This design comes from an exercise in tuning for small area, a short achievable clock period and few clock cycles per item on the open sky130 flow, not from production work. In this exercise RTL edits were held to simulation tests only and were not proved equivalent to the original.

==> inputs of 11-20 <==
// two_finger_gesture_classifier_unit
module two_finger_gesture_classifier_unit #(
   parameter int MAX_CONTACTS = tfgc_pkg::MAX_CONTACTS_DEF,
   parameter int COORD_BITS   = tfgc_pkg::COORD_BITS_DEF
) (
   input  logic               clock,
   input  logic               reset,
   input  logic               req_valid,
   output logic               req_stall,
   input  logic [2:0]         req_op,
   input  logic [1:0]         req_contact,
   input  logic [11:0]        req_pos_x,
   input  logic [11:0]        req_pos_y,
   output logic               rsp_valid,
   input  logic               rsp_stall,
   output logic [1:0]         rsp_gesture,
   output logic signed [31:0] rsp_value_x,
   output logic signed [31:0] rsp_value_y,
   output logic [2:0]         rsp_touch_count,
   input  logic               csr_write,
   input  logic [1:0]         csr_index,
   input  logic [15:0]        csr_wdata
);
   localparam int QD  = 16;
   localparam int QAW = 4;
   localparam int QEW = 7;
   localparam int PD  = 4;
   localparam int PAW = 2;
   localparam int K1  = 3;
   localparam int C1  = 4;
   localparam int K2  = 3;
   localparam int C2  = 3;
   localparam int KD  = 2;
   logic [2:0]        active_ff;
   logic [11:0]       gate_ff;
   logic [15:0]       long_ff;
   logic [3:0]        touched_ff;
  ...
make LEC_CHECK=0 ABC_AREA=1 CAP_MARGIN=20 CORE_MARGIN=2 CORE_UTILIZATION=40 SLEW_MARGIN=20 finish   # period 11.0 ns
run.sh (not shown) runs the stock make flow with config.mk's settings and CLKGATE_MAP_FILE= SYNTH_SCRIPT=/design/flow/synth_recipe.tcl, a recipe that flattens the netlist after the stock synthesis.
==> inputs of 10-19, as changes to 11-20 <==
--- a/flow/design.v
+++ b/flow/design.v
@@ -96,15 +96,16 @@
    logic [QEW-1:0]    q_new, q_head;
    logic              q_full, q_pop;
    logic [27:0]       p_mem [0:PD-1];
    logic [PAW-1:0]    p_wp, p_rp;
    logic [PAW:0]      p_cnt;
    logic [27:0]       p_new, p_head;
    logic              p_full, p_push, p_pop;
-   logic              j_valid;
+   logic              j_valid, j_ph;
+   logic [24:0]       j_len2;
    logic [11:0]       j_ax, j_ay, j_bx, j_by;
    logic [12:0]       j_sx, j_sy;
    logic              rsp_valid_ff;
    logic [1:0]        rsp_gesture_ff;
    logic [31:0]       rsp_value_x_ff, rsp_value_y_ff;
    logic [2:0]        rsp_count_ff;
    assign rsp_valid       = rsp_valid_ff;
@@ -136,38 +137,51 @@
             tfgc_pkg::CSR_ACTIVE: active_ff <= csr_wdata[2:0];
             tfgc_pkg::CSR_GATE:   gate_ff   <= csr_wdata[11:0];
             tfgc_pkg::CSR_LONG:   long_ff   <= csr_wdata;
             default: ;
          endcase
       end
    end
+   logic signed [12:0] pr_ax, pr_ay, pr_bx, pr_by;
+   logic               pc_small;
+   logic signed [14:0] pc_fdot;
+   logic signed [26:0] sr_acc, sr_acc_n;
+   logic [3:0]         sr_cnt;
+   logic               sr_done;
+   always_comb begin
+      pc_small = (pr_ax[12:6] == {7{pr_ax[6]}}) && (pr_ay[12:6] == {7{pr_ay[6]}}) &&
+                 (pr_bx[12:6] == {7{pr_bx[6]}}) && (pr_by[12:6] == {7{pr_by[6]}});
+      pc_fdot = 15'(signed'(pr_ax[6:0]) * signed'(pr_bx[6:0])) +
+                15'(signed'(pr_ay[6:0]) * signed'(pr_by[6:0]));
+   end
+   always_comb begin
+      logic signed [26:0] ta, tb;
+      ta = pr_bx[sr_cnt] ? 27'(pr_ax) : 27'sd0;
+      tb = pr_by[sr_cnt] ? 27'(pr_ay) : 27'sd0;
+      if (sr_cnt == 4'd12) sr_acc_n = 27'sd0 - ta - tb;
+      else                 sr_acc_n = (sr_acc <<< 1) + ta + tb;
+   end
    always_ff @(posedge clock) begin
-      logic [1:0]         cnt, fa, fb;
-      logic signed [12:0] ax, ay, bx, by;
-      logic signed [26:0] dot;
-      cnt = '0;
-      fa  = '0;
-      fb  = '0;
-      for (int i = 0; i < 4; i++) begin
-         if (touched_ff[i]) begin
-            if (cnt == 2'd0) fa = 2'(i);
-            else if (cnt == 2'd1) fb = 2'(i);
-            if (cnt != 2'd2) cnt = cnt + 2'd1;
+      if (reset || st_change) begin
+         pq_valid <= 1'b0;
+         sr_cnt   <= 4'd12;
+         sr_done  <= 1'b0;
+      end else if (!pq_valid) begin
+         if (pc_small) begin
+            pq_valid <= 1'b1;
+            pq_dneg  <= pc_fdot[14];
+         end else if (sr_done) begin
+            pq_valid <= 1'b1;
+            pq_dneg  <= sr_acc[26];
+         end else begin
+            sr_acc <= sr_acc_n;
+            sr_cnt <= sr_cnt - 4'd1;
+            if (sr_cnt == 4'd0) sr_done <= 1'b1;
          end
       end
-      ax  = mx_ff[fa];
-      ay  = my_ff[fa];
-      bx  = mx_ff[fb];
-      by  = my_ff[fb];
-      dot = 27'(ax * bx) + 27'(ay * by);
-      pq_a     <= fa;
-      pq_b     <= fb;
-      pq_have2 <= (cnt == 2'd2);
-      pq_dneg  <= dot[26];
-      pq_valid <= !reset && !st_change;
    end
    logic [3:0]         big;
    logic               c_touched;
    logic signed [12:0] c_dx, c_dy;
    always_comb begin
       for (int i = 0; i < 4; i++) begin
          logic signed [12:0] ex, ey;
@@ -272,19 +286,51 @@
       if (reset) begin
          touched_ff <= '0;
       end else begin
          if (accept) touched_ff <= touched_in;
          if (cfg_clear) touched_ff <= '0;
       end
    end
+   logic [3:0]         wr_new_v, wr_mv_v;
+   logic [3:0][12:0]   nmx, nmy;
+   always_comb begin
+      for (int i = 0; i < 4; i++) begin
+         nmx[i] = wr_new_v[i] ? 13'd0 : wr_mv_v[i] ? c_dx : mx_ff[i];
+         nmy[i] = wr_new_v[i] ? 13'd0 : wr_mv_v[i] ? c_dy : my_ff[i];
+      end
+   end
+   always_ff @(posedge clock) begin
+      logic [3:0]              tn;
+      logic [1:0]              cnt, fa, fb;
+      tn = (reset || cfg_clear) ? 4'd0 : accept ? touched_in : touched_ff;
+      cnt = '0;
+      fa  = '0;
+      fb  = '0;
+      for (int i = 0; i < 4; i++) begin
+         if (tn[i]) begin
+            if (cnt == 2'd0) fa = 2'(i);
+            else if (cnt == 2'd1) fb = 2'(i);
+            if (cnt != 2'd2) cnt = cnt + 2'd1;
+         end
+      end
+      pq_a     <= fa;
+      pq_b     <= fb;
+      pq_have2 <= (cnt == 2'd2);
+      pr_ax    <= nmx[fa];
+      pr_ay    <= nmy[fa];
+      pr_bx    <= nmx[fb];
+      pr_by    <= nmy[fb];
+   end
    for (genvar i = 0; i < 4; i++) begin : g_slot
       logic sel, wr_new, wr_mv, tk, clr;
       assign sel    = accept && in_range && (req_contact == 2'(i));
       assign wr_new = sel && (is_press || (is_move && !touched_ff[i]));
       assign wr_mv  = sel && is_move && touched_ff[i];
+      assign wr_new_v[i] = wr_new;
+      assign wr_mv_v[i]  = wr_mv;
       assign tk     = accept && is_tick && touched_ff[i] && (hold_ff[i] != 16'hFFFF);
       assign clr    = accept && ((clr_a && qa == 2'(i)) || (clr_b && qb == 2'(i)));
       always_ff @(posedge clock) begin
          if (wr_new || wr_mv) begin
             px_ff[i] <= req_pos_x;
             py_ff[i] <= req_pos_y;
          end
@@ -326,17 +372,21 @@
       if (accept && job) begin
          j_ax <= exp[12] ? 12'(-exp) : exp[11:0];
          j_ay <= eyp[12] ? 12'(-eyp) : eyp[11:0];
          j_bx <= exl[12] ? 12'(-exl) : exl[11:0];
          j_by <= eyl[12] ? 12'(-eyl) : eyl[11:0];
          j_sx <= sx;
          j_sy <= sy;
+      end else if (j_valid && !j_ph && s1_take) begin
+         j_ax   <= j_bx;
+         j_ay   <= j_by;
+         j_len2 <= e_len2;
       end
    end
-   logic [24:0] e_len2, e_dist2;
+   logic [24:0] e_len2;
    logic [25:0] e_len2n;
    logic [3:0]  e_sh;
    logic [4:0]  e_wsh;
    logic [3:0]  e_cyc;
    function automatic logic [24:0] sq12(input logic [11:0] v);
       logic [24:0] acc;
       acc = '0;
@@ -347,15 +397,14 @@
    always_comb begin
       logic [11:0] o;
       logic [3:0]  m;
       logic [12:0] so;
       logic [3:0]  ms;
       logic [5:0]  n, nr;
       e_len2  = sq12(j_ax) + sq12(j_ay);
-      e_dist2 = sq12(j_bx) + sq12(j_by);
       o = j_ax | j_ay;
       m = '0;
       for (int i = 0; i < 12; i++) if (o[i]) m = 4'(i);
       e_sh    = 4'd11 - m;
       e_len2n = 26'(e_len2) << (2 * e_sh);
       so = j_sx | j_sy;
       ms = '0;
@@ -433,42 +482,50 @@
    assign s2_take = !s2_valid || d_take;
    assign s1_last = s1_valid && (s1_cnt == 2'(C1 - 1));
    assign s2_last = s2_valid && (s2_cnt == 2'(C2 - 1));
    assign s1_take = !s1_valid || (s1_last && s2_take);
    always_ff @(posedge clock) begin
       if (reset) begin
          j_valid  <= 1'b0;
+         j_ph     <= 1'b0;
          s1_valid <= 1'b0;
          s2_valid <= 1'b0;
       end else begin
-         if (accept && job) j_valid <= 1'b1;
-         else if (s1_take)  j_valid <= 1'b0;
-         if (s1_take)       s1_valid <= j_valid;
+         if (accept && job) begin
+            j_valid <= 1'b1;
+            j_ph    <= 1'b0;
+         end else if (j_ph) begin
+            j_valid <= 1'b0;
+            j_ph    <= 1'b0;
+         end else if (j_valid && s1_take) begin
+            j_ph    <= 1'b1;
+         end
+         if (s1_take)       s1_valid <= j_valid && !j_ph;
          if (s2_take)       s2_valid <= s1_last;
       end
    end
    always_ff @(posedge clock) begin
       if (s1_take) begin
          s1_cnt  <= '0;
          s1_rad  <= e_len2n[25:2];
          s1_low  <= e_len2n[1:0];
          s1_rem  <= '0;
          s1_root <= '0;
          s1_sx   <= j_sx;
          s1_sy   <= j_sy;
-         s1_neg  <= e_dist2 < e_len2;
          s1_sh   <= e_sh;
          s1_cyc  <= e_cyc;
          s1_wsh  <= e_wsh;
       end else if (s1_valid && !s1_last) begin
          s1_cnt  <= s1_cnt + 2'd1;
          s1_rad  <= {s1_rad[23-2*K1:0], (2*K1)'(0)};
          s1_rem  <= s1_rem_n;
          s1_root <= s1_root_n;
       end
+      if (j_ph) s1_neg <= e_len2 < j_len2;
       if (s2_take) begin
          s2_cnt  <= '0;
          s2_rad  <= s1_low;
          s2_rem  <= 23'(s1_rem_n);
          s2_root <= 21'(s1_root_n);
          s2_sx   <= s1_sx;
          s2_sy   <= s1_sy;
- SETUP_SLACK_MARGIN: unset -> 3
==> inputs of 07-10, as changes to 11-20 <==
--- a/flow/design.v
+++ b/flow/design.v
@@ -96,26 +96,25 @@
    logic [QEW-1:0]    q_new, q_head;
    logic              q_full, q_pop;
    logic [27:0]       p_mem [0:PD-1];
    logic [PAW-1:0]    p_wp, p_rp;
    logic [PAW:0]      p_cnt;
    logic [27:0]       p_new, p_head;
    logic              p_full, p_push, p_pop;
-   logic              j_valid;
+   logic              j_valid, j_ph;
+   logic [24:0]       j_len2;
    logic [11:0]       j_ax, j_ay, j_bx, j_by;
    logic [12:0]       j_sx, j_sy;
-   logic              rsp_valid_ff;
-   logic [1:0]        rsp_gesture_ff;
-   logic [31:0]       rsp_value_x_ff, rsp_value_y_ff;
-   logic [2:0]        rsp_count_ff;
-   assign rsp_valid       = rsp_valid_ff;
-   assign rsp_gesture     = rsp_gesture_ff;
-   assign rsp_value_x     = rsp_value_x_ff;
-   assign rsp_value_y     = rsp_value_y_ff;
-   assign rsp_touch_count = rsp_count_ff;
+   logic              load_ok, head_ok;
+   logic [31:0]       o_vx, o_vy;
+   assign rsp_valid       = head_ok;
+   assign rsp_gesture     = q_head[6:5];
+   assign rsp_value_x     = o_vx;
+   assign rsp_value_y     = o_vy;
+   assign rsp_touch_count = q_head[4:2];
    assign n_slots   = (active_ff > 3'd4) ? 3'd4 : active_ff;
    assign in_range  = {1'b0, req_contact} < n_slots;
    assign is_press  = (req_op == tfgc_pkg::OP_PRESS);
    assign is_move   = (req_op == tfgc_pkg::OP_MOVE);
    assign is_rel    = (req_op == tfgc_pkg::OP_RELEASE);
    assign is_tick   = (req_op == tfgc_pkg::OP_TICK);
    assign is_query  = (req_op == tfgc_pkg::OP_QUERY);
@@ -136,54 +135,62 @@
             tfgc_pkg::CSR_ACTIVE: active_ff <= csr_wdata[2:0];
             tfgc_pkg::CSR_GATE:   gate_ff   <= csr_wdata[11:0];
             tfgc_pkg::CSR_LONG:   long_ff   <= csr_wdata;
             default: ;
          endcase
       end
    end
-   always_ff @(posedge clock) begin
-      logic [1:0]         cnt, fa, fb;
-      logic signed [12:0] ax, ay, bx, by;
-      logic signed [26:0] dot;
-      cnt = '0;
-      fa  = '0;
-      fb  = '0;
-      for (int i = 0; i < 4; i++) begin
-         if (touched_ff[i]) begin
-            if (cnt == 2'd0) fa = 2'(i);
-            else if (cnt == 2'd1) fb = 2'(i);
-            if (cnt != 2'd2) cnt = cnt + 2'd1;
+   logic signed [12:0] pr_ax, pr_ay, pr_bx, pr_by;
+   logic               pc_small;
+   logic signed [14:0] pc_fdot;
+   logic signed [26:0] sr_acc, sr_acc_n;
+   logic [3:0]         sr_cnt;
+   logic               sr_done;
+   always_comb begin
+      pc_small = (pr_ax[12:6] == {7{pr_ax[6]}}) && (pr_ay[12:6] == {7{pr_ay[6]}}) &&
+                 (pr_bx[12:6] == {7{pr_bx[6]}}) && (pr_by[12:6] == {7{pr_by[6]}});
+      pc_fdot = 15'(signed'(pr_ax[6:0]) * signed'(pr_bx[6:0])) +
+                15'(signed'(pr_ay[6:0]) * signed'(pr_by[6:0]));
+   end
+   always_comb begin
+      logic signed [26:0] ta, tb;
+      ta = pr_bx[sr_cnt] ? 27'(pr_ax) : 27'sd0;
+      tb = pr_by[sr_cnt] ? 27'(pr_ay) : 27'sd0;
+      if (sr_cnt == 4'd12) sr_acc_n = 27'sd0 - ta - tb;
+      else                 sr_acc_n = (sr_acc <<< 1) + ta + tb;
+   end
+   always_ff @(posedge clock) begin
+      if (reset || st_change) begin
+         pq_valid <= 1'b0;
+         sr_cnt   <= 4'd12;
+         sr_done  <= 1'b0;
+      end else if (!pq_valid) begin
+         if (pc_small) begin
+            pq_valid <= 1'b1;
+            pq_dneg  <= pc_fdot[14];
+         end else if (sr_done) begin
+            pq_valid <= 1'b1;
+            pq_dneg  <= sr_acc[26];
+         end else begin
+            sr_acc <= sr_acc_n;
+            sr_cnt <= sr_cnt - 4'd1;
+            if (sr_cnt == 4'd0) sr_done <= 1'b1;
          end
       end
-      ax  = mx_ff[fa];
-      ay  = my_ff[fa];
-      bx  = mx_ff[fb];
-      by  = my_ff[fb];
-      dot = 27'(ax * bx) + 27'(ay * by);
-      pq_a     <= fa;
-      pq_b     <= fb;
-      pq_have2 <= (cnt == 2'd2);
-      pq_dneg  <= dot[26];
-      pq_valid <= !reset && !st_change;
    end
-   logic [3:0]         big;
+   logic               c_big;
    logic               c_touched;
    logic signed [12:0] c_dx, c_dy;
    always_comb begin
-      for (int i = 0; i < 4; i++) begin
-         logic signed [12:0] ex, ey;
-         logic signed [13:0] g;
-         ex = signed'({1'b0, req_pos_x}) - signed'({1'b0, px_ff[i]});
-         ey = signed'({1'b0, req_pos_y}) - signed'({1'b0, py_ff[i]});
-         g  = signed'({2'b00, gate_ff});
-         big[i] = (14'(ex) > g) || (14'(ex) < -g) || (14'(ey) > g) || (14'(ey) < -g);
-      end
+      logic signed [13:0] g;
       c_touched = touched_ff[req_contact];
       c_dx = signed'({1'b0, req_pos_x}) - signed'({1'b0, px_ff[req_contact]});
       c_dy = signed'({1'b0, req_pos_y}) - signed'({1'b0, py_ff[req_contact]});
+      g  = signed'({2'b00, gate_ff});
+      c_big = (14'(c_dx) > g) || (14'(c_dx) < -g) || (14'(c_dy) > g) || (14'(c_dy) < -g);
    end
    logic [1:0]         qa, qb;
    logic [11:0]        pxa, pya, pxb, pyb, ppxa, ppya, ppxb, ppyb;
    logic signed [12:0] mxa, mya, mxb, myb;
    logic               ha, hb, lta, ltb;
    logic [11:0]        amxa, amya, amxb, amyb;
    logic [12:0]        sx, sy;
@@ -207,16 +214,16 @@
       amyb = myb[12] ? 12'(-myb) : myb[11:0];
       sx  = 13'(amxa) + 13'(amxb);
       sy  = 13'(amya) + 13'(amyb);
       ppxa = pxa - mxa[11:0];
       ppya = pya - mya[11:0];
       ppxb = pxb - mxb[11:0];
       ppyb = pyb - myb[11:0];
-      exp = signed'({1'b0, ppxb}) - signed'({1'b0, ppxa});
-      eyp = signed'({1'b0, ppyb}) - signed'({1'b0, ppya});
+      exp = 13'(14'(pxb) - 14'(pxa) - 14'(mxb) + 14'(mxa));
+      eyp = 13'(14'(pyb) - 14'(pya) - 14'(myb) + 14'(mya));
       exl = signed'({1'b0, pxb}) - signed'({1'b0, pxa});
       eyl = signed'({1'b0, pyb}) - signed'({1'b0, pya});
       smx = 14'(mxa) + 14'(mxb);
       smy = 14'(mya) + 14'(myb);
       spx = 13'(pxa) + 13'(pxb);
       spy = 13'(pya) + 13'(pyb);
    end
@@ -272,34 +279,66 @@
       if (reset) begin
          touched_ff <= '0;
       end else begin
          if (accept) touched_ff <= touched_in;
          if (cfg_clear) touched_ff <= '0;
       end
    end
+   logic [3:0]         wr_new_v, wr_mv_v;
+   logic [3:0][12:0]   nmx, nmy;
+   always_comb begin
+      for (int i = 0; i < 4; i++) begin
+         nmx[i] = wr_new_v[i] ? 13'd0 : wr_mv_v[i] ? c_dx : mx_ff[i];
+         nmy[i] = wr_new_v[i] ? 13'd0 : wr_mv_v[i] ? c_dy : my_ff[i];
+      end
+   end
+   always_ff @(posedge clock) begin
+      logic [3:0]              tn;
+      logic [1:0]              cnt, fa, fb;
+      tn = (reset || cfg_clear) ? 4'd0 : accept ? touched_in : touched_ff;
+      cnt = '0;
+      fa  = '0;
+      fb  = '0;
+      for (int i = 0; i < 4; i++) begin
+         if (tn[i]) begin
+            if (cnt == 2'd0) fa = 2'(i);
+            else if (cnt == 2'd1) fb = 2'(i);
+            if (cnt != 2'd2) cnt = cnt + 2'd1;
+         end
+      end
+      pq_a     <= fa;
+      pq_b     <= fb;
+      pq_have2 <= (cnt == 2'd2);
+      pr_ax    <= nmx[fa];
+      pr_ay    <= nmy[fa];
+      pr_bx    <= nmx[fb];
+      pr_by    <= nmy[fb];
+   end
    for (genvar i = 0; i < 4; i++) begin : g_slot
       logic sel, wr_new, wr_mv, tk, clr;
       assign sel    = accept && in_range && (req_contact == 2'(i));
       assign wr_new = sel && (is_press || (is_move && !touched_ff[i]));
       assign wr_mv  = sel && is_move && touched_ff[i];
+      assign wr_new_v[i] = wr_new;
+      assign wr_mv_v[i]  = wr_mv;
       assign tk     = accept && is_tick && touched_ff[i] && (hold_ff[i] != 16'hFFFF);
       assign clr    = accept && ((clr_a && qa == 2'(i)) || (clr_b && qb == 2'(i)));
       always_ff @(posedge clock) begin
          if (wr_new || wr_mv) begin
             px_ff[i] <= req_pos_x;
             py_ff[i] <= req_pos_y;
          end
          if (wr_new) begin
             mx_ff[i] <= '0;
             my_ff[i] <= '0;
          end else if (wr_mv) begin
             mx_ff[i] <= c_dx;
             my_ff[i] <= c_dy;
          end
-         if (wr_new || (wr_mv && big[i]) || clr) hold_ff[i] <= '0;
+         if (wr_new || (wr_mv && c_big) || clr) hold_ff[i] <= '0;
          else if (tk) hold_ff[i] <= hold_ff[i] + 16'd1;
       end
    end
    assign q_head = q_mem[q_rp];
    assign p_head = p_mem[p_rp];
    always_ff @(posedge clock) begin
       if (accept) q_mem[q_wp] <= q_new;
@@ -326,17 +365,21 @@
       if (accept && job) begin
          j_ax <= exp[12] ? 12'(-exp) : exp[11:0];
          j_ay <= eyp[12] ? 12'(-eyp) : eyp[11:0];
          j_bx <= exl[12] ? 12'(-exl) : exl[11:0];
          j_by <= eyl[12] ? 12'(-eyl) : eyl[11:0];
          j_sx <= sx;
          j_sy <= sy;
+      end else if (j_valid && !j_ph && s1_take) begin
+         j_ax   <= j_bx;
+         j_ay   <= j_by;
+         j_len2 <= e_len2;
       end
    end
-   logic [24:0] e_len2, e_dist2;
+   logic [24:0] e_len2;
    logic [25:0] e_len2n;
    logic [3:0]  e_sh;
    logic [4:0]  e_wsh;
    logic [3:0]  e_cyc;
    function automatic logic [24:0] sq12(input logic [11:0] v);
       logic [24:0] acc;
       acc = '0;
@@ -347,15 +390,14 @@
    always_comb begin
       logic [11:0] o;
       logic [3:0]  m;
       logic [12:0] so;
       logic [3:0]  ms;
       logic [5:0]  n, nr;
       e_len2  = sq12(j_ax) + sq12(j_ay);
-      e_dist2 = sq12(j_bx) + sq12(j_by);
       o = j_ax | j_ay;
       m = '0;
       for (int i = 0; i < 12; i++) if (o[i]) m = 4'(i);
       e_sh    = 4'd11 - m;
       e_len2n = 26'(e_len2) << (2 * e_sh);
       so = j_sx | j_sy;
       ms = '0;
@@ -433,42 +475,50 @@
    assign s2_take = !s2_valid || d_take;
    assign s1_last = s1_valid && (s1_cnt == 2'(C1 - 1));
    assign s2_last = s2_valid && (s2_cnt == 2'(C2 - 1));
    assign s1_take = !s1_valid || (s1_last && s2_take);
    always_ff @(posedge clock) begin
       if (reset) begin
          j_valid  <= 1'b0;
+         j_ph     <= 1'b0;
          s1_valid <= 1'b0;
          s2_valid <= 1'b0;
       end else begin
-         if (accept && job) j_valid <= 1'b1;
-         else if (s1_take)  j_valid <= 1'b0;
-         if (s1_take)       s1_valid <= j_valid;
+         if (accept && job) begin
+            j_valid <= 1'b1;
+            j_ph    <= 1'b0;
+         end else if (j_ph) begin
+            j_valid <= 1'b0;
+            j_ph    <= 1'b0;
+         end else if (j_valid && s1_take) begin
+            j_ph    <= 1'b1;
+         end
+         if (s1_take)       s1_valid <= j_valid && !j_ph;
          if (s2_take)       s2_valid <= s1_last;
       end
    end
    always_ff @(posedge clock) begin
       if (s1_take) begin
          s1_cnt  <= '0;
          s1_rad  <= e_len2n[25:2];
          s1_low  <= e_len2n[1:0];
          s1_rem  <= '0;
          s1_root <= '0;
          s1_sx   <= j_sx;
          s1_sy   <= j_sy;
-         s1_neg  <= e_dist2 < e_len2;
          s1_sh   <= e_sh;
          s1_cyc  <= e_cyc;
          s1_wsh  <= e_wsh;
       end else if (s1_valid && !s1_last) begin
          s1_cnt  <= s1_cnt + 2'd1;
          s1_rad  <= {s1_rad[23-2*K1:0], (2*K1)'(0)};
          s1_rem  <= s1_rem_n;
          s1_root <= s1_root_n;
       end
+      if (j_ph) s1_neg <= e_len2 < j_len2;
       if (s2_take) begin
          s2_cnt  <= '0;
          s2_rad  <= s1_low;
          s2_rem  <= 23'(s1_rem_n);
          s2_root <= 21'(s1_root_n);
          s2_sx   <= s1_sx;
          s2_sy   <= s1_sy;
@@ -542,21 +592,19 @@
          d_hturn <= 1'b0;
          d_tturn <= 1'b0;
       end else begin
          if (d_take) d_hturn <= !d_hturn;
          if (q_pop && q_head[1:0] == 2'd3) d_tturn <= !d_tturn;
       end
    end
-   logic        load_ok, head_ok;
-   logic [31:0] o_vx, o_vy;
    always_comb begin
       logic signed [13:0] hx, hy;
       logic [28:0]        eqx, eqy;
       logic               eneg;
-      load_ok = !rsp_valid_ff || !rsp_stall;
+      load_ok = !rsp_stall;
       head_ok = (q_cnt != '0) && (q_head[1:0] != 2'd3 || d_done[d_tturn]);
       q_pop   = load_ok && head_ok;
       p_pop   = q_pop && (q_head[1:0] == 2'd1);
       d_rel   = '0;
       d_rel[d_tturn] = q_pop && (q_head[1:0] == 2'd3);
       hx   = p_head[27:14];
       hy   = p_head[13:0];
@@ -578,23 +626,8 @@
          end
          default: begin
             o_vx = '0;
             o_vy = '0;
          end
       endcase
    end
-   always_ff @(posedge clock) begin
-      if (reset) begin
-         rsp_valid_ff <= 1'b0;
-      end else if (load_ok) begin
-         rsp_valid_ff <= head_ok;
-      end
-   end
-   always_ff @(posedge clock) begin
-      if (q_pop) begin
-         rsp_gesture_ff <= q_head[6:5];
-         rsp_count_ff   <= q_head[4:2];
-         rsp_value_x_ff <= o_vx;
-         rsp_value_y_ff <= o_vy;
-      end
-   end
 endmodule
- CORE_UTILIZATION: 40 -> 55
- PLACE_DENSITY: unset -> 0.68
- SETUP_SLACK_MARGIN: unset -> 3.5
==> comparison <==
Wire length: 11-20 > 10-19 > 07-10. The lowest die area belongs to 07-10, the highest to 11-20. The highest count of clock-buffer cells in the layout belongs to 10-19, the lowest to 11-20. Setup slack, highest first: 07-10, 10-19, 11-20. Of 10-19 and 11-20, 11-20 has the higher global-route usage (gap 0.51 points). Via count: 11-20 > 10-19 > 07-10. Critical path depth, lowest first: 10-19, 07-10, 11-20. Final area: 11-20 > 10-19 > 07-10.
Testbench counts of 11-20, summed over its fixed seeds: cycles 6,669, items 6,484.
Testbench counts of 10-19, summed over its fixed seeds: cycles 6,669, items 6,484.
Testbench counts of 07-10, summed over its fixed seeds: cycles 6,661, items 6,484.

[separate check: timing with driven ports]
In the flow no input, the clock included, has a driving cell. The finished layouts below were timed again as built, in two steps.
Step 1 sets driving cells, clkbuf_16 on the clock port and buf_2 on the other inputs (assumed; they add their load-dependent delay and slew).
Step 2 moves the port delays by t, midway between the first and last clock arrival at a register: inputs arrive t later, outputs are due t later. That takes back most of the time a late clock gives input paths.
Three values: ideal ports, drivers, drivers and shift; two values: the first two.
run	t (ns)	slack for setup (ns)	cell pins on the clock port's net
11-20	0.889	1.199 / 1.199 / 1.199	1
10-19	0.913	3.497 / 3.544 / 2.665	1
07-10	0.900	3.725 / 3.754 / 2.854	1
After both steps every run listed still meets setup and hold. The setup slack of 07-10, which loses most, moves by +0.029 ns with the drivers and by -0.871 ns with both steps.
